From an optimization exercise on the open Yosys and OpenROAD flow, aimed at small area and a short achievable clock period; shortcuts taken in it are not production practice.
In this exercise RTL edits were held to simulation tests only and were not proved equivalent to the original.
Power is estimated from default activity; no workload was simulated.

==> flow/design.v, too long to show whole: its modules and the start of the top module <==
// module apb_regs: 133 lines
// module fir_filter: 1876 lines
// module fa_add: 10 lines
// module ha_add: 9 lines
// module result_fifo: 94 lines
// module apb_acc_top: 77 lines
module apb_acc_top (
  input  wire logic         i_clk,
  input  wire logic         i_reset,
  input  wire logic [11:0]  i_paddr,
  input  wire logic [31:0]  i_pwdata,
  input  wire logic         i_pwrite,
  input  wire logic         i_psel,
  input  wire logic         i_penable,
  output logic      [31:0]  o_prdata,
  output logic              o_pready,
  output logic              o_pslverr
);
  // ...
==> flow/run.sh <==
#!/bin/bash
# synth_recipe.tcl (not shown) runs the flow's synth.tcl, then flattens the netlist and writes it again
# the make line also repeats each setting of config.mk as NAME=value (left out here)
make -C /OpenROAD-flow-scripts/flow DESIGN_CONFIG=/design/flow/config.mk WORK_HOME=/design/flow/orfs CLKGATE_MAP_FILE= SYNTH_SCRIPT=/design/flow/synth_recipe.tcl finish
==> flow/config.mk <==
export PLATFORM = sky130hd
export DESIGN_NAME = apb_acc_top
export DESIGN_NICKNAME = apb_acc_top
export VERILOG_FILES = /design/flow/design.v
export SDC_FILE = /design/flow/constraint.sdc
export NUM_CORES = 4
export LEC_CHECK = 0
export CAP_MARGIN = 20
export CORE_MARGIN = 2
export CORE_UTILIZATION = 40
export CTS_BUF_LIST = sky130_fd_sc_hd__clkbuf_4 sky130_fd_sc_hd__clkbuf_8
export SETUP_SLACK_MARGIN = 4.2
export SLEW_MARGIN = 20
export SYNTH_HIERARCHICAL = 1
export TNS_END_PERCENT = 20
==> flow/constraint.sdc <==
create_clock -name core_clock -period 7.0 [get_ports {i_clk}]
set_input_delay 1.4000 -clock core_clock [delete_from_list [all_inputs] [get_ports {i_clk}]]
set_output_delay 1.4000 -clock core_clock [all_outputs]
set_load 0.01 [all_outputs]
==> results.txt, run 1 <==
Synth Net Count=4,143; cell class ranked first by area=multi-input combinational cells; buffering overhead=0.03682; DRT iter0 DRCs=3,500; Setup WS pre-CTS=2444 ps; CTS tree=built; TNS Setup=0 ps; total leakage power=0.02129 µW; core area=120,100 µm²; met2 Resource Use GR=0.3795; Initial Util=0.4037; multi-input logic cell count=2,430; Sw Share=0.2698; die width=352.2 µm; RSZ-0062 raised after global routing=yes; io pins=83; Detail Route met3 WL=13.40 mm; Fin Clk Skew=61.00 ps; Top Registers=u_fifo.mem: 432 flops, u_regs.tap_q: 96 flops, u_filter.dly: 84 flops; outcome=timing/DRC/antenna clean; Design Area, Final=55,590 µm²; Buffers on Ports=78; Max Fclk=342.0 MHz; first-pass GRT wire length=219.8 mm; total clock sinks=929; Detailed Routing Iterations Pass 1=6; Net Sw Power=3665 µW; Final WS setup=4076 ps; Worst Tran Pin Value=1057 ps; Routability Congestion=0.9773; CTS root buffer=clkbuf_8; commonest cells after routing, fill and taps aside=432 x edfxtp_1, 339 x fa_1, 287 x dfxtp_1; Buffers excl. clock=216; Clock power frac=0.389
==> inputs of run 2 (changes only) <==
--- a/flow/design.v
+++ b/flow/design.v
@@ -1317,19 +1317,58 @@
     r1_16_3 <= s477;
     r1_16_4 <= c468;
     r1_17_0 <= c474;
     r1_17_1 <= c476;
     r1_17_2 <= s479;
     r1_17_3 <= c478;
     r1_18_0 <= c480;
   end
-  logic fb_en;
-  always_ff @(posedge i_clk)
-    fb_en <= i_access;
+  logic fb_0_0;
+  logic fb_0_1;
+  logic fb_1_0;
+  logic fb_1_1;
+  logic fb_2_0;
+  logic fb_2_1;
+  logic fb_3_0;
+  logic fb_3_1;
+  logic fb_4_0;
+  logic fb_4_1;
+  logic fb_5_0;
+  logic fb_5_1;
+  logic fb_6_0;
+  logic fb_6_1;
+  logic fb_7_0;
+  logic fb_7_1;
+  logic fb_8_0;
+  logic fb_8_1;
+  logic fb_9_0;
+  logic fb_9_1;
+  logic fb_10_0;
+  logic fb_10_1;
+  logic fb_11_0;
+  logic fb_11_1;
+  logic fb_12_0;
+  logic fb_12_1;
+  logic fb_13_0;
+  logic fb_13_1;
+  logic fb_14_0;
+  logic fb_14_1;
+  logic fb_15_0;
+  logic fb_15_1;
+  logic fb_16_0;
+  logic fb_16_1;
+  logic fb_17_0;
+  logic fb_17_1;
+  logic fb_18_0;
+  logic fb_18_1;
+  logic fb_19_0;
+  logic fb_19_1;
+  logic fb_20_0;
+  logic fb_20_1;
   logic r2_0_0;
   logic r2_0_1;
   logic r2_1_0;
   logic r2_1_1;
   logic r2_2_0;
   logic r2_2_1;
   logic r2_3_0;
   logic r2_3_1;
@@ -1374,58 +1413,16 @@
   logic r2_23_0;
   logic r2_23_1;
   logic r2_24_0;
   logic r2_24_1;
   logic r2_25_0;
   logic r2_25_1;
   logic r2_26_0;
   logic r2_26_1;
-  wire fb_0_0 = fb_en & r2_0_0;
-  wire fb_0_1 = fb_en & r2_0_1;
-  wire fb_1_0 = fb_en & r2_1_0;
-  wire fb_1_1 = fb_en & r2_1_1;
-  wire fb_2_0 = fb_en & r2_2_0;
-  wire fb_2_1 = fb_en & r2_2_1;
-  wire fb_3_0 = fb_en & r2_3_0;
-  wire fb_3_1 = fb_en & r2_3_1;
-  wire fb_4_0 = fb_en & r2_4_0;
-  wire fb_4_1 = fb_en & r2_4_1;
-  wire fb_5_0 = fb_en & r2_5_0;
-  wire fb_5_1 = fb_en & r2_5_1;
-  wire fb_6_0 = fb_en & r2_6_0;
-  wire fb_6_1 = fb_en & r2_6_1;
-  wire fb_7_0 = fb_en & r2_7_0;
-  wire fb_7_1 = fb_en & r2_7_1;
-  wire fb_8_0 = fb_en & r2_8_0;
-  wire fb_8_1 = fb_en & r2_8_1;
-  wire fb_9_0 = fb_en & r2_9_0;
-  wire fb_9_1 = fb_en & r2_9_1;
-  wire fb_10_0 = fb_en & r2_10_0;
-  wire fb_10_1 = fb_en & r2_10_1;
-  wire fb_11_0 = fb_en & r2_11_0;
-  wire fb_11_1 = fb_en & r2_11_1;
-  wire fb_12_0 = fb_en & r2_12_0;
-  wire fb_12_1 = fb_en & r2_12_1;
-  wire fb_13_0 = fb_en & r2_13_0;
-  wire fb_13_1 = fb_en & r2_13_1;
-  wire fb_14_0 = fb_en & r2_14_0;
-  wire fb_14_1 = fb_en & r2_14_1;
-  wire fb_15_0 = fb_en & r2_15_0;
-  wire fb_15_1 = fb_en & r2_15_1;
-  wire fb_16_0 = fb_en & r2_16_0;
-  wire fb_16_1 = fb_en & r2_16_1;
-  wire fb_17_0 = fb_en & r2_17_0;
-  wire fb_17_1 = fb_en & r2_17_1;
-  wire fb_18_0 = fb_en & r2_18_0;
-  wire fb_18_1 = fb_en & r2_18_1;
-  wire fb_19_0 = fb_en & r2_19_0;
-  wire fb_19_1 = fb_en & r2_19_1;
-  wire fb_20_0 = fb_en & r2_20_0;
-  wire fb_20_1 = fb_en & r2_20_1;
   wire s501;
   wire c502;
   wire s507;
   wire c508;
   wire s521;
   wire c522;
   wire s527;
   wire c528;
@@ -1503,23 +1500,23 @@
   fa_add u_s533 (.a(r1_4_0), .b(r1_4_1), .c(r1_4_2), .s(s533), .co(c534));
   wire s535, c536;
   fa_add u_s535 (.a(r1_5_0), .b(r1_5_1), .c(r1_5_2), .s(s535), .co(c536));
   wire s537, c538;
   fa_add u_s537 (.a(r1_5_3), .b(r1_5_4), .c(r1_5_5), .s(s537), .co(c538));
   wire s539, c540;
   fa_add u_s539 (.a(r1_6_5), .b(r1_6_6), .c(r1_6_7), .s(s539), .co(c540));
   wire s541, c542;
-  fa_add u_s541 (.a(r1_6_8), .b(r1_6_9), .c(s483), .s(s541), .co(c542));
+  fa_add u_s541 (.a(r1_6_8), .b(r1_6_9), .c(fb_0_0), .s(s541), .co(c542));
   wire s543, c544;
-  ha_add u_s543 (.a(fb_0_0), .b(fb_0_1), .s(s543), .co(c544));
+  ha_add u_s543 (.a(fb_0_1), .b(s483), .s(s543), .co(c544));
   wire s545, c546;
   fa_add u_s545 (.a(r1_7_6), .b(r1_7_7), .c(r1_7_8), .s(s545), .co(c546));
   wire s547, c548;
-  fa_add u_s547 (.a(c484), .b(fb_1_0), .c(fb_1_1), .s(s547), .co(c548));
+  fa_add u_s547 (.a(fb_1_0), .b(fb_1_1), .c(c484), .s(s547), .co(c548));
   wire s549, c550;
   fa_add u_s549 (.a(c482), .b(s485), .c(s487), .s(s549), .co(c550));
   wire s551, c552;
   fa_add u_s551 (.a(r1_8_6), .b(r1_8_7), .c(r1_8_8), .s(s551), .co(c552));
   wire s553, c554;
   fa_add u_s553 (.a(fb_2_0), .b(fb_2_1), .c(c486), .s(s553), .co(c554));
   wire s555, c556;
   fa_add u_s555 (.a(c488), .b(s489), .c(s491), .s(s555), .co(c556));
@@ -1531,77 +1528,77 @@
   fa_add u_s561 (.a(c492), .b(s493), .c(s495), .s(s561), .co(c562));
   wire s563, c564;
   fa_add u_s563 (.a(r1_10_6), .b(r1_10_7), .c(r1_10_8), .s(s563), .co(c564));
   wire s565, c566;
   fa_add u_s565 (.a(fb_4_0), .b(fb_4_1), .c(c494), .s(s565), .co(c566));
   wire s567, c568;
   fa_add u_s567 (.a(c496), .b(s497), .c(s499), .s(s567), .co(c568));
   wire s569, c570;
-  fa_add u_s569 (.a(r1_11_7), .b(r1_11_8), .c(s505), .s(s569), .co(c570));
+  fa_add u_s569 (.a(r1_11_7), .b(r1_11_8), .c(fb_5_0), .s(s569), .co(c570));
   wire s571, c572;
-  fa_add u_s571 (.a(fb_5_0), .b(fb_5_1), .c(c498), .s(s571), .co(c572));
+  fa_add u_s571 (.a(fb_5_1), .b(s505), .c(c498), .s(s571), .co(c572));
   wire s573, c574;
   fa_add u_s573 (.a(c500), .b(s501), .c(s503), .s(s573), .co(c574));
   wire s575, c576;
-  fa_add u_s575 (.a(c506), .b(s513), .c(fb_6_0), .s(s575), .co(c576));
+  fa_add u_s575 (.a(fb_6_0), .b(fb_6_1), .c(c506), .s(s575), .co(c576));
   wire s577, c578;
-  fa_add u_s577 (.a(fb_6_1), .b(c502), .c(c504), .s(s577), .co(c578));
+  fa_add u_s577 (.a(s513), .b(c502), .c(c504), .s(s577), .co(c578));
   wire s579, c580;
   fa_add u_s579 (.a(s507), .b(s509), .c(s511), .s(s579), .co(c580));
   wire s581, c582;
-  fa_add u_s581 (.a(c514), .b(fb_7_0), .c(fb_7_1), .s(s581), .co(c582));
+  fa_add u_s581 (.a(fb_7_0), .b(fb_7_1), .c(c514), .s(s581), .co(c582));
   wire s583, c584;
   fa_add u_s583 (.a(c508), .b(c510), .c(c512), .s(s583), .co(c584));
   wire s585, c586;
   fa_add u_s585 (.a(s515), .b(s517), .c(s519), .s(s585), .co(c586));
   wire s587, c588;
-  fa_add u_s587 (.a(r1_14_7), .b(s525), .c(fb_8_0), .s(s587), .co(c588));
+  fa_add u_s587 (.a(r1_14_7), .b(fb_8_0), .c(fb_8_1), .s(s587), .co(c588));
   wire s589, c590;
-  fa_add u_s589 (.a(fb_8_1), .b(c516), .c(c518), .s(s589), .co(c590));
+  fa_add u_s589 (.a(s525), .b(c516), .c(c518), .s(s589), .co(c590));
   wire s591, c592;
   fa_add u_s591 (.a(c520), .b(s521), .c(s523), .s(s591), .co(c592));
   wire s593, c594;
-  fa_add u_s593 (.a(r1_15_4), .b(r1_15_5), .c(c526), .s(s593), .co(c594));
+  fa_add u_s593 (.a(r1_15_4), .b(r1_15_5), .c(fb_9_0), .s(s593), .co(c594));
   wire s595, c596;
-  fa_add u_s595 (.a(s529), .b(fb_9_0), .c(fb_9_1), .s(s595), .co(c596));
+  fa_add u_s595 (.a(fb_9_1), .b(c526), .c(s529), .s(s595), .co(c596));
   wire s597, c598;
   fa_add u_s597 (.a(c522), .b(c524), .c(s527), .s(s597), .co(c598));
   wire s599, c600;
   fa_add u_s599 (.a(r1_16_1), .b(r1_16_2), .c(r1_16_3), .s(s599), .co(c600));
   wire s601, c602;
-  fa_add u_s601 (.a(r1_16_4), .b(c530), .c(s531), .s(s601), .co(c602));
+  fa_add u_s601 (.a(r1_16_4), .b(fb_10_0), .c(fb_10_1), .s(s601), .co(c602));
   wire s603, c604;
-  fa_add u_s603 (.a(fb_10_0), .b(fb_10_1), .c(c528), .s(s603), .co(c604));
+  fa_add u_s603 (.a(c530), .b(s531), .c(c528), .s(s603), .co(c604));
   assign s605 = 1'b1 ^ r1_17_0 ^ r1_17_1;
   assign c606 = (1'b1 & r1_17_0) | (r1_17_1 & (1'b1 ^ r1_17_0));
   wire s607, c608;
-  fa_add u_s607 (.a(r1_17_2), .b(r1_17_3), .c(c532), .s(s607), .co(c608));
+  fa_add u_s607 (.a(r1_17_2), .b(r1_17_3), .c(fb_11_0), .s(s607), .co(c608));
   wire s609, c610;
-  ha_add u_s609 (.a(fb_11_0), .b(fb_11_1), .s(s609), .co(c610));
+  ha_add u_s609 (.a(fb_11_1), .b(c532), .s(s609), .co(c610));
   wire s611, c612;
   ha_add u_s611 (.a(r1_2_0), .b(r1_2_1), .s(s611), .co(c612));
   wire s613, c614;
   fa_add u_s613 (.a(r1_3_0), .b(r1_3_1), .c(r1_3_2), .s(s613), .co(c614));
   wire s615, c616;
   fa_add u_s615 (.a(r1_4_3), .b(r1_4_4), .c(r1_4_5), .s(s615), .co(c616));
   wire s617, c618;
   ha_add u_s617 (.a(r1_4_6), .b(r1_4_7), .s(s617), .co(c618));
   wire s619, c620;
   fa_add u_s619 (.a(r1_5_6), .b(r1_5_7), .c(r1_5_8), .s(s619), .co(c620));
   wire s621, c622;
   fa_add u_s621 (.a(c534), .b(s535), .c(s537), .s(s621), .co(c622));
   wire s623, c624;
   fa_add u_s623 (.a(c536), .b(c538), .c(s539), .s(s623), .co(c624));
   wire s625, c626;
-  fa_add u_s625 (.a(s481), .b(s543), .c(s541), .s(s625), .co(c626));
+  fa_add u_s625 (.a(s541), .b(s481), .c(s543), .s(s625), .co(c626));
   wire s627, c628;
-  fa_add u_s627 (.a(c540), .b(c544), .c(s545), .s(s627), .co(c628));
+  fa_add u_s627 (.a(c540), .b(c542), .c(c544), .s(s627), .co(c628));
   wire s629, c630;
-  fa_add u_s629 (.a(c542), .b(s547), .c(s549), .s(s629), .co(c630));
+  fa_add u_s629 (.a(s545), .b(s547), .c(s549), .s(s629), .co(c630));
   wire s631, c632;
   fa_add u_s631 (.a(c546), .b(s551), .c(c548), .s(s631), .co(c632));
   wire s633, c634;
   fa_add u_s633 (.a(c550), .b(s553), .c(s555), .s(s633), .co(c634));
   wire s635, c636;
   fa_add u_s635 (.a(c552), .b(s557), .c(c554), .s(s635), .co(c636));
   wire s637, c638;
   fa_add u_s637 (.a(c556), .b(s559), .c(s561), .s(s637), .co(c638));
@@ -1617,47 +1614,47 @@
   fa_add u_s647 (.a(c570), .b(s575), .c(c572), .s(s647), .co(c648));
   wire s649, c650;
   fa_add u_s649 (.a(c574), .b(s577), .c(s579), .s(s649), .co(c650));
   wire s651, c652;
   fa_add u_s651 (.a(c576), .b(s581), .c(c578), .s(s651), .co(c652));
   wire s653, c654;
   fa_add u_s653 (.a(c580), .b(s583), .c(s585), .s(s653), .co(c654));
   wire s655, c656;
-  fa_add u_s655 (.a(c582), .b(s587), .c(c584), .s(s655), .co(c656));
+  fa_add u_s655 (.a(s587), .b(c582), .c(c584), .s(s655), .co(c656));
   wire s657, c658;
   fa_add u_s657 (.a(c586), .b(s589), .c(s591), .s(s657), .co(c658));
   wire s659, c660;
   fa_add u_s659 (.a(c588), .b(s593), .c(s595), .s(s659), .co(c660));
   wire s661, c662;
   fa_add u_s661 (.a(c590), .b(c592), .c(s597), .s(s661), .co(c662));
   wire s663, c664;
-  fa_add u_s663 (.a(s599), .b(c594), .c(c596), .s(s663), .co(c664));
+  fa_add u_s663 (.a(c594), .b(s599), .c(s601), .s(s663), .co(c664));
   wire s665, c666;
-  fa_add u_s665 (.a(s601), .b(c598), .c(s603), .s(s665), .co(c666));
+  fa_add u_s665 (.a(c596), .b(c598), .c(s603), .s(s665), .co(c666));
   wire s667, c668;
-  fa_add u_s667 (.a(c600), .b(s605), .c(s609), .s(s667), .co(c668));
+  fa_add u_s667 (.a(c600), .b(c602), .c(s609), .s(s667), .co(c668));
   wire s669, c670;
-  fa_add u_s669 (.a(c602), .b(s607), .c(c604), .s(s669), .co(c670));
+  fa_add u_s669 (.a(s605), .b(s607), .c(c604), .s(s669), .co(c670));
   wire s671, c672;
   fa_add u_s671 (.a(r1_18_0), .b(fb_12_0), .c(fb_12_1), .s(s671), .co(c672));
   wire s673, c674;
-  fa_add u_s673 (.a(c606), .b(c610), .c(c608), .s(s673), .co(c674));
+  fa_add u_s673 (.a(c610), .b(c606), .c(c608), .s(s673), .co(c674));
   wire s675, c676;
   ha_add u_s675 (.a(r1_2_2), .b(r1_2_3), .s(s675), .co(c676));
   wire s677, c678;
   fa_add u_s677 (.a(r1_3_3), .b(r1_3_4), .c(c612), .s(s677), .co(c678));
   wire s679, c680;
   fa_add u_s679 (.a(s617), .b(c614), .c(s615), .s(s679), .co(c680));
   wire s681, c682;
   fa_add u_s681 (.a(c618), .b(c616), .c(s619), .s(s681), .co(c682));
   wire s683, c684;
   fa_add u_s683 (.a(c620), .b(c622), .c(s623), .s(s683), .co(c684));
   wire s685, c686;
-  fa_add u_s685 (.a(c624), .b(s627), .c(c626), .s(s685), .co(c686));
+  fa_add u_s685 (.a(c624), .b(c626), .c(s627), .s(s685), .co(c686));
   wire s687, c688;
   fa_add u_s687 (.a(c628), .b(s631), .c(c630), .s(s687), .co(c688));
   wire s689, c690;
   fa_add u_s689 (.a(c632), .b(s635), .c(c634), .s(s689), .co(c690));
   wire s691, c692;
   fa_add u_s691 (.a(c636), .b(s639), .c(c638), .s(s691), .co(c692));
   wire s693, c694;
   fa_add u_s693 (.a(c640), .b(s643), .c(c642), .s(s693), .co(c694));
@@ -1665,19 +1662,19 @@
   fa_add u_s695 (.a(c644), .b(s647), .c(c646), .s(s695), .co(c696));
   wire s697, c698;
   fa_add u_s697 (.a(c648), .b(s651), .c(c650), .s(s697), .co(c698));
   wire s699, c700;
   fa_add u_s699 (.a(c652), .b(s655), .c(c654), .s(s699), .co(c700));
   wire s701, c702;
   fa_add u_s701 (.a(c656), .b(s659), .c(c658), .s(s701), .co(c702));
   wire s703, c704;
-  fa_add u_s703 (.a(c660), .b(s663), .c(c662), .s(s703), .co(c704));
+  fa_add u_s703 (.a(s663), .b(c660), .c(c662), .s(s703), .co(c704));
   wire s705, c706;
-  fa_add u_s705 (.a(s667), .b(c664), .c(c666), .s(s705), .co(c706));
+  fa_add u_s705 (.a(c664), .b(s667), .c(c666), .s(s705), .co(c706));
   wire s707, c708;
   fa_add u_s707 (.a(s671), .b(c668), .c(s673), .s(s707), .co(c708));
   wire s709, c710;
   fa_add u_s709 (.a(fb_13_0), .b(fb_13_1), .c(c672), .s(s709), .co(c710));
   assign s711 = 1'b1 ^ fb_14_0;
   assign c712 = 1'b1 & fb_14_0;
   assign s713 = 1'b1 ^ fb_15_0;
   assign c714 = 1'b1 & fb_15_0;
@@ -1697,19 +1694,19 @@
   fa_add u_s727 (.a(c676), .b(s613), .c(s677), .s(s727), .co(c728));
   wire s729, c730;
   fa_add u_s729 (.a(s533), .b(c678), .c(s679), .s(s729), .co(c730));
   wire s731, c732;
   fa_add u_s731 (.a(c680), .b(s681), .c(s621), .s(s731), .co(c732));
   wire s733, c734;
   fa_add u_s733 (.a(c682), .b(s625), .c(s683), .s(s733), .co(c734));
   wire s735, c736;
-  fa_add u_s735 (.a(c684), .b(s629), .c(s685), .s(s735), .co(c736));
+  fa_add u_s735 (.a(c684), .b(s685), .c(s629), .s(s735), .co(c736));
   wire s737, c738;
-  fa_add u_s737 (.a(s633), .b(c686), .c(s687), .s(s737), .co(c738));
+  fa_add u_s737 (.a(c686), .b(s633), .c(s687), .s(s737), .co(c738));
   wire s739, c740;
   fa_add u_s739 (.a(s637), .b(c688), .c(s689), .s(s739), .co(c740));
   wire s741, c742;
   fa_add u_s741 (.a(s641), .b(c690), .c(s691), .s(s741), .co(c742));
   wire s743, c744;
   fa_add u_s743 (.a(s645), .b(c692), .c(s693), .s(s743), .co(c744));
   wire s745, c746;
   fa_add u_s745 (.a(s649), .b(c694), .c(s695), .s(s745), .co(c746));
@@ -1739,57 +1736,99 @@
   fa_add u_s769 (.a(fb_18_1), .b(c718), .c(s719), .s(s769), .co(c770));
   wire s771, c772;
   fa_add u_s771 (.a(fb_19_1), .b(c720), .c(s721), .s(s771), .co(c772));
   wire s773, c774;
   fa_add u_s773 (.a(fb_20_1), .b(c722), .c(s723), .s(s773), .co(c774));
   always_ff @(posedge i_clk)
   begin
     r2_0_0 <= r1_0_0;
+    fb_0_0 <= i_access & r1_0_0;
     r2_0_1 <= r1_0_1;
+    fb_0_1 <= i_access & r1_0_1;
     r2_1_0 <= r1_1_0;
+    fb_1_0 <= i_access & r1_1_0;
     r2_1_1 <= r1_1_1;
+    fb_1_1 <= i_access & r1_1_1;
     r2_2_0 <= s725;
+    fb_2_0 <= i_access & s725;
     r2_2_1 <= s611;
+    fb_2_1 <= i_access & s611;
     r2_3_0 <= c726;
+    fb_3_0 <= i_access & c726;
     r2_3_1 <= s727;
+    fb_3_1 <= i_access & s727;
     r2_4_0 <= c728;
+    fb_4_0 <= i_access & c728;
     r2_4_1 <= s729;
+    fb_4_1 <= i_access & s729;
     r2_5_0 <= c730;
+    fb_5_0 <= i_access & c730;
     r2_5_1 <= s731;
+    fb_5_1 <= i_access & s731;
     r2_6_0 <= c732;
+    fb_6_0 <= i_access & c732;
     r2_6_1 <= s733;
+    fb_6_1 <= i_access & s733;
     r2_7_0 <= c734;
+    fb_7_0 <= i_access & c734;
     r2_7_1 <= s735;
+    fb_7_1 <= i_access & s735;
     r2_8_0 <= c736;
+    fb_8_0 <= i_access & c736;
     r2_8_1 <= s737;
+    fb_8_1 <= i_access & s737;
     r2_9_0 <= c738;
+    fb_9_0 <= i_access & c738;
     r2_9_1 <= s739;
+    fb_9_1 <= i_access & s739;
     r2_10_0 <= c740;
+    fb_10_0 <= i_access & c740;
     r2_10_1 <= s741;
+    fb_10_1 <= i_access & s741;
     r2_11_0 <= c742;
+    fb_11_0 <= i_access & c742;
     r2_11_1 <= s743;
+    fb_11_1 <= i_access & s743;
     r2_12_0 <= c744;
+    fb_12_0 <= i_access & c744;
     r2_12_1 <= s745;
+    fb_12_1 <= i_access & s745;
     r2_13_0 <= c746;
+    fb_13_0 <= i_access & c746;
     r2_13_1 <= s747;
+    fb_13_1 <= i_access & s747;
     r2_14_0 <= c748;
+    fb_14_0 <= i_access & c748;
     r2_14_1 <= s749;
+    fb_14_1 <= i_access & s749;
     r2_15_0 <= c750;
+    fb_15_0 <= i_access & c750;
     r2_15_1 <= s751;
+    fb_15_1 <= i_access & s751;
     r2_16_0 <= c752;
+    fb_16_0 <= i_access & c752;
     r2_16_1 <= s753;
+    fb_16_1 <= i_access & s753;
     r2_17_0 <= c754;
+    fb_17_0 <= i_access & c754;
     r2_17_1 <= s755;
+    fb_17_1 <= i_access & s755;
     r2_18_0 <= c756;
+    fb_18_0 <= i_access & c756;
     r2_18_1 <= s757;
+    fb_18_1 <= i_access & s757;
     r2_19_0 <= c758;
+    fb_19_0 <= i_access & c758;
     r2_19_1 <= s759;
+    fb_19_1 <= i_access & s759;
     r2_20_0 <= c760;
+    fb_20_0 <= i_access & c760;
     r2_20_1 <= s761;
+    fb_20_1 <= i_access & s761;
     r2_21_0 <= c762;
     r2_21_1 <= s763;
     r2_22_0 <= c764;
     r2_22_1 <= s765;
     r2_23_0 <= c766;
     r2_23_1 <= s767;
     r2_24_0 <= c768;
     r2_24_1 <= s769;
==> run 2 against run 1 <==
Compared with the run above: non-clock buffer count shrank 7; die area grew 1.7%; via count shrank 1.7%; first-iteration DRC count shrank 12%; clock power grew 2%; critical path depth is the same; hold slack gained 13 ps.
==> results.txt, run 2 <==
hold bufs inserted after CTS=0 (unchanged); core area=122,000 µm² (was 120,100 µm²); Detailed Routing Iterations Pass 1=6 (unchanged); worst-skew pair later-pin latency=880 ps (was 890 ps); Setup WS pre-CTS=2502 ps (was 2444 ps); Detailed Route WL=144.6 mm (was 151.6 mm); Setup Viol. Count Final=0 (unchanged); CP most frequent cell=fa_1 (unchanged); via density per instance=5.567 (was 5.702); Worst Tran Pin Value=1029 ps (was 1057 ps); Post-Syn Area=49,350 µm² (was 48,500 µm²); ANT nets after route=0 (unchanged); Tmin final=3077 ps (was 2924 ps); post-DR wirelength/cell=25.73 µm (was 27.15 µm); R2R setup slack=3920 ps (was 4140 ps); Placement Cell Area=51,750 µm² (was 50,920 µm²); max-cap viol count=0 (unchanged); CTS Buf Count=161 (was 159); DIE HEIGHT=355.2 µm (was 352.2 µm); outcome=timing/DRC/antenna clean (unchanged); Die Area=126,200 µm² (was 124,000 µm²); Worst slew margin=0.3070 (was 0.2921); io pins=83 (unchanged); Final Hold Viols=0 (unchanged); period utilisation layout=0.4395 (was 0.4177); synthesized area per cell=13.27 µm² (was 13.17 µm²); worst-path fanout max=2 (was 12); Synth Net Count=4,178 (was 4,143); Top Registers=u_fifo.mem: 432 flops, u_regs.tap_q: 96 flops, u_filter.dly: 84 flops (unchanged); crit end category=flop (unchanged); Critical Path RT=7750 ps (was 7720 ps); clock slew at reported path FFs=60 ps (about the same); CTS root buffer=clkbuf_8 (unchanged); commonest cells after routing, fill and taps aside=432 x edfxtp_1, 333 x dfxtp_1, 327 x fa_1 (was 432 x edfxtp_1, 339 x fa_1, 287 x dfxtp_1); Critical Path Max Stage Delay=590 ps (was 650 ps); crit-path cells=fa_1, fa_1, fa_2, fa_1, fa_2, and2_4 (was dlygate4sd2_1, mux2i_1, buf_4, nor2b_1, fa_1, fa_1); total clock sinks=970 (was 929); CTS tree=built (unchanged); Rows=128 (was 127); worst min path class=flop to flop (unchanged); worst vdd ir=0.0001941 V (was 0.0001793 V); total vias in the final route=31,290 (was 31,840); DP HPWL=100.1 mm (was 105.1 mm); Fin Clk Skew=49.92 ps (was 61.00 ps); RSZ-0062 raised after global routing=yes (unchanged); CP Class=flop to flop (was input pin to flop); commonest non-fill, non-tap cell in the layout=edfxtp_1 (unchanged); Buffers on Ports=78 (unchanged); max reg flops=432 (unchanged); Initial Util=0.4044 (was 0.4037); Post-Synthesis Cells=3,718 (was 3,683); DRT iter0 DRCs=3,077 (was 3,500); Design Area, Final=56,580 µm² (was 55,590 µm²); area grow syn2layout=14.65% (was 14.63%); Most flops, register=u_fifo.mem (unchanged); first-pass GRT wire length=211.6 mm (was 219.8 mm); TNS Setup=0 ps (unchanged); Max Slew Vio Count=0 (unchanged); final core utilization=0.4636 (was 0.4628); Max Fclk=325.0 MHz (was 342.0 MHz); vias in the first global route=31,920 (was 32,160); Clock Tree Buf Depth=3 (unchanged); final-stage net count=4,327 (was 4,294); total track usage=0.2281 (was 0.2417); H-Tree Depth=4 (unchanged); total leakage power=0.02151 µW (was 0.02129 µW); WP data arrival=3830 ps (was 3650 ps); Pwr per Cell Area=242.6 nW/µm² (was 244.4 nW/µm²); initial antenna violation count=4 (was 7); die width=355.2 µm (was 352.2 µm); Routability Congestion=0.9774 (was 0.9773); crit path launch type=flop (was input pin); Cell Count, Final, Fillers Out=5,621 (was 5,583); Final WS setup=3923 ps (was 4076 ps); slowest stage cell on the critical path=fa_1 (was dlygate4sd2_1); Placed Cells=5,271 (was 5,228); share of post-route cells with drive strength above 1=0.2273 (was 0.2187); largest net degree at the start of global routing=83 (was 102); DRC viols=0 (unchanged); total grt overflow=0 (unchanged); Yosys warnings=26 (unchanged)
## run 2: layout make-up
| type | instances | area [µm²] |
|---|---|---|
| clock buffers | 259 | 3196 |
| flip-flops and latches | 970 | 24620 |
| repair buffers | 209 | 1944 |
| clock inverters | 31 | 295.3 |
| diodes | 2 | 5.005 |
| fillers | 10960 | 65460 |
| well taps | 1625 | 2033 |
| multi-input cells | 2428 | 24110 |
| inverters | 97 | 379.1 |
## run 2: metrics by stage
step / total power [µW] / hold slack [ps]
2_1_floorplan: 7482 / 323.6
3_3_place_gp: 8090 / 334.0
3_5_place_dp: 8127 / 337.3
4_1_cts: 13710 / 345.2
5_1_grt: 14220 / 346.7
6_report: 13720 / 342.1
## run 2: path summary, 6_finish.rpt
kind / startpoint / endpoint / cells past startpoint
worst min-delay path: u_filter.r1_0_1 / u_filter.r2_0_1 / 0
worst max register to register: u_filter.r1_7_0 / u_filter.fb_8_1 / 6
max in group asynchronous: i_reset / u_regs.tap_q[1][2] / 3
worst max-delay path: u_filter.r1_7_0 / u_filter.fb_8_1 / 6
min in group asynchronous: i_reset / u_filter.live[0] / 2
worst min register to register: u_filter.r1_0_1 / u_filter.r2_0_1 / 0
## run 2: what timing repair did
action	in CTS	in global routing
gates resized for setup	148	194
cloned	2	3
endpoints found under the setup margin	374	386
endpoints found under the hold margin	0	0
buffers inserted	18	35
pin swaps	7	21
## run 2: metal layers
| metal | routed length, µm | track usage | vias to the layer above |
|---|---|---|---|
| met5 | 24 | 0 | - |
| met4 | 3504 | 0.06585 | 4 |
| met3 | 11930 | 0.05503 | 287 |
| met2 | 67310 | 0.3649 | 1296 |
| met1 | 61860 | 0.3085 | 16040 |
| li1 | - | - | 13660 |
## run 2: critical path: cells and delay by family, from the launching register on
family	cells	cell delay (ps)
adder cells (fa/ha/maj)	5	2450
AND/OR/NAND/NOR	1	190
flip-flops	1	320
## run 2: power breakdown
| group | internal (µW) | switching (µW) |
|---|---|---|
| sequential | 6490 | 45.8 |
| combinational | 658 | 1140 |
| clock | 3020 | 2370 |
| total | 10200 | 3560 |
==> inputs of run 3 (changes only) <==
--- a/flow/config.mk
+++ b/flow/config.mk
@@ -9,7 +9,7 @@
 export CORE_MARGIN = 2
 export CORE_UTILIZATION = 40
 export CTS_BUF_LIST = sky130_fd_sc_hd__clkbuf_4 sky130_fd_sc_hd__clkbuf_8
-export SETUP_SLACK_MARGIN = 4.2
+export SETUP_SLACK_MARGIN = 4.3
 export SLEW_MARGIN = 20
 export SYNTH_HIERARCHICAL = 1
 export TNS_END_PERCENT = 20
==> run 3 against run 2 <==
Compared with the run above: still clean; non-clock buffer count rose by 53; via count rose by 1.5%; synthesized area did not move; flip-flop and latch count did not move; combinational power rose by 4%; cell count rose by 1.0%; critical endpoint unchanged; largest power group unchanged; highest routed layer unchanged.
==> results.txt, run 3 <==
initial antenna violation count=6 (was 4); outcome=timing/DRC/antenna clean (unchanged); Critical Path Max Stage Delay=580 ps (was 590 ps); Post-Synthesis Cells=3,718 (unchanged); Yosys warnings=26 (unchanged); max-cap viol count=0 (unchanged); WP data arrival=3840 ps (was 3830 ps); fill cell count=10,820 (was 10,960); total grt overflow=0 (unchanged); Worst Setup EP=u_filter.fb_8_1 (unchanged); CP Class=flop to flop (unchanged); DRT iter0 DRCs=3,245 (was 3,077); post-DR wirelength/cell=25.86 µm (was 25.73 µm); Final Hold Viols=0 (unchanged); Clock Tree Buf Depth=3 (unchanged); clock slew at reported path FFs=60 ps (about the same); commonest non-fill, non-tap cell in the layout=edfxtp_1 (unchanged); R2R depth=6 (unchanged); RSZ-0062 raised after global routing=yes (unchanged); total track usage=0.2289 (was 0.2281); period utilisation layout=0.4392 (was 0.4395); Routability Congestion=0.9774 (unchanged); Detailed Route WL=146.8 mm (was 144.6 mm); Fin Clk Skew=51.38 ps (was 49.92 ps); max reg flops=432 (unchanged); core area=122,000 µm² (unchanged); io pins=83 (unchanged); worst-path fanout max=2 (unchanged); largest net degree at the start of global routing=83 (unchanged); delay-heaviest family, CP=adder cells (unchanged); Rows=128 (unchanged); DP HPWL=100.1 mm (unchanged); final-stage net count=4,381 (was 4,327); Worst Tran Pin Value=981.4 ps (was 1029 ps); RR Startpoint=u_filter.r1_7_0 (unchanged); Max Slew Vio Count=0 (unchanged); Most flops, register=u_fifo.mem (unchanged); total leakage power=0.02190 µW (was 0.02151 µW); first-pass GRT wire length=212.5 mm (was 211.6 mm); Setup Viol. Count Final=0 (unchanged); Worst R2R End=u_filter.fb_8_1 (unchanged); WP depth=6 (unchanged); slowest stage cell on the critical path=fa_1 (unchanged); final core utilization=0.4723 (was 0.4636); vias in the first global route=31,920 (about the same); CTS root buffer=clkbuf_8 (unchanged); DRC viols=0 (unchanged); Buffers on Ports=78 (unchanged); ANT nets after route=0 (unchanged); launch point of the worst path=u_filter.r1_7_0 (unchanged); Post-Syn Area=49,350 µm² (unchanged); CTS Buf Count=161 (unchanged); crit end category=flop (unchanged); crit path launch type=flop (unchanged); crit-path cells=fa_1, fa_1, fa_2, fa_1, fa_2, and2_4 (unchanged); worst vdd ir=0.0001925 V (was 0.0001941 V); Max Fclk=325.3 MHz (was 325.0 MHz); via density per instance=5.596 (was 5.567); Initial Util=0.4044 (unchanged); total vias in the final route=31,770 (was 31,290); CP most frequent cell=fa_1 (unchanged); R2R setup slack=3930 ps (was 3920 ps); worst-skew pair later-pin latency=880 ps (about the same); commonest cells after routing, fill and taps aside=432 x edfxtp_1, 313 x dfxtp_1, 290 x fa_1 (was 432 x edfxtp_1, 333 x dfxtp_1, 327 x fa_1); FF/Latch Area=24,680 µm² (was 24,620 µm²); Synth Net Count=4,178 (unchanged); total clock sinks=970 (unchanged); Tmin final=3074 ps (was 3077 ps); area grow syn2layout=16.82% (was 14.65%); die width=355.2 µm (unchanged); CTS tree=built (unchanged); Pwr per Cell Area=239.5 nW/µm² (was 242.6 nW/µm²); H-Tree Depth=4 (unchanged); DIE HEIGHT=355.2 µm (unchanged); share of post-route cells with drive strength above 1=0.2693 (was 0.2273); TNS Setup=0 ps (unchanged); Worst slew margin=0.3418 (was 0.3070); Critical Path RT=7760 ps (was 7750 ps); Die Area=126,200 µm² (unchanged); worst min path class=flop to flop (unchanged); synthesized area per cell=13.27 µm² (unchanged); Detailed Routing Iterations Pass 1=6 (unchanged); Top Registers=u_fifo.mem: 432 flops, u_regs.tap_q: 96 flops, u_filter.dly: 84 flops (unchanged); Multi-input gate area=24,490 µm² (was 24,110 µm²); Buf/Inv on CP=0 (unchanged)
-- run 3: worst min-delay path by stage --
stage	start	to	slack (ps)	cells after the start
after global placement	u_filter.vld[0]	u_filter.vld[1]	330	0
after detailed placement	u_filter.vld[0]	u_filter.vld[1]	340	0
after global routing	u_filter.r1_0_1	u_filter.r2_0_1	340	0
final	u_filter.r1_0_1	u_filter.r2_0_1	330	0
after CTS	u_filter.r1_0_1	u_filter.r2_0_1	350	0
after floorplan	u_filter.r1_0_0	u_filter.r2_0_0	320	0
-- run 3: cell type report --
| class | count | area share |
|---|---|---|
| Inverter | 97 | 0.006577 |
| Clock inverter | 31 | 0.005123 |
| Clock buffer | 259 | 0.05544 |
| Sequential cell | 970 | 0.4282 |
| Tap cell | 1625 | 0.03527 |
| Multi-Input combinational cell | 2428 | 0.4249 |
| Timing Repair Buffer | 262 | 0.04421 |
| Timing Repair inverter | 1 | 0.0001302 |
| Antenna cell | 4 | 0.0001736 |
-- run 3: per-layer routing --
layer / routed length, µm / global-route usage / up-vias
li1: - / - / 13790
met1: 62380 / 0.3105 / 16380
met2: 68880 / 0.3661 / 1317
met3: 12460 / 0.05533 / 274
met4: 3078 / 0.06432 / 4
met5: 26 / 0 / -
-- run 3: power breakdown --
group / total (µW) / switching [µW] / internal (µW)
clock: 5390 / 2370 / 3020
sequential: 6540 / 46.9 / 6490
combinational: 1880 / 1170 / 707
-- run 3: metrics by stage --
step                      total power (µW)  instance area [µm²]  hold slack, ps  instances  setup WS [ps]
after floorplan                       7482                49350           323.6       3718           3613
after global placement                8090                51730           334.0       5271           2508
after detailed placement              8127                51750           337.3       5271           2502
after CTS                            13740                56090           345.2       5591           3910
after global routing                 14310                57640           339.3       5677           3906
final                                13810                57640           333.3       5677           3926
-- run 3: repair_timing --
action | CTS | global route
gates cloned | 2 | 8
resized for setup | 239 | 339
hold buffers | 0 | 0
endpoints found under the setup margin | 477 | 441
setup buffers | 28 | 74
pin swaps | 10 | 69
hold endpoints to repair | 0 | 0

## separate check: timing with driven ports
No port has a modelled driver above. Below, the same layouts with a new extraction and two added sets of constraints.
Step 1, drivers: a clkbuf_16 drives i_clk and a buf_2 each remaining input, both assumed.
Step 2, shift: input delay + t, output delay - t, t = (earliest + latest rising clock arrival at the registers) / 2. This alone moves slack from input paths to output paths.
Three values: ideal, step 1, step 2; two values: the first two.
run | t, ns | setup WS [ns] | hold WS [ns] | worst data-port slew with drivers (ns)
run 1 | 0.935 | 4.076 / 4.059 / 3.137 | 0.329 / 0.329 / 0.329 | 0.10
run 2 | 0.925 | 3.923 / 3.923 / 3.157 | 0.342 / 0.342 / 0.342 | 0.07
run 3 | 0.931 | 3.926 / 3.926 / 3.281 | 0.333 / 0.333 / 0.333 | 0.07
After both steps setup and hold are still met in every run listed. For run 1, which loses most, drivers alone change the setup slack by -0.017 ns; drivers and shift together by -0.939 ns.
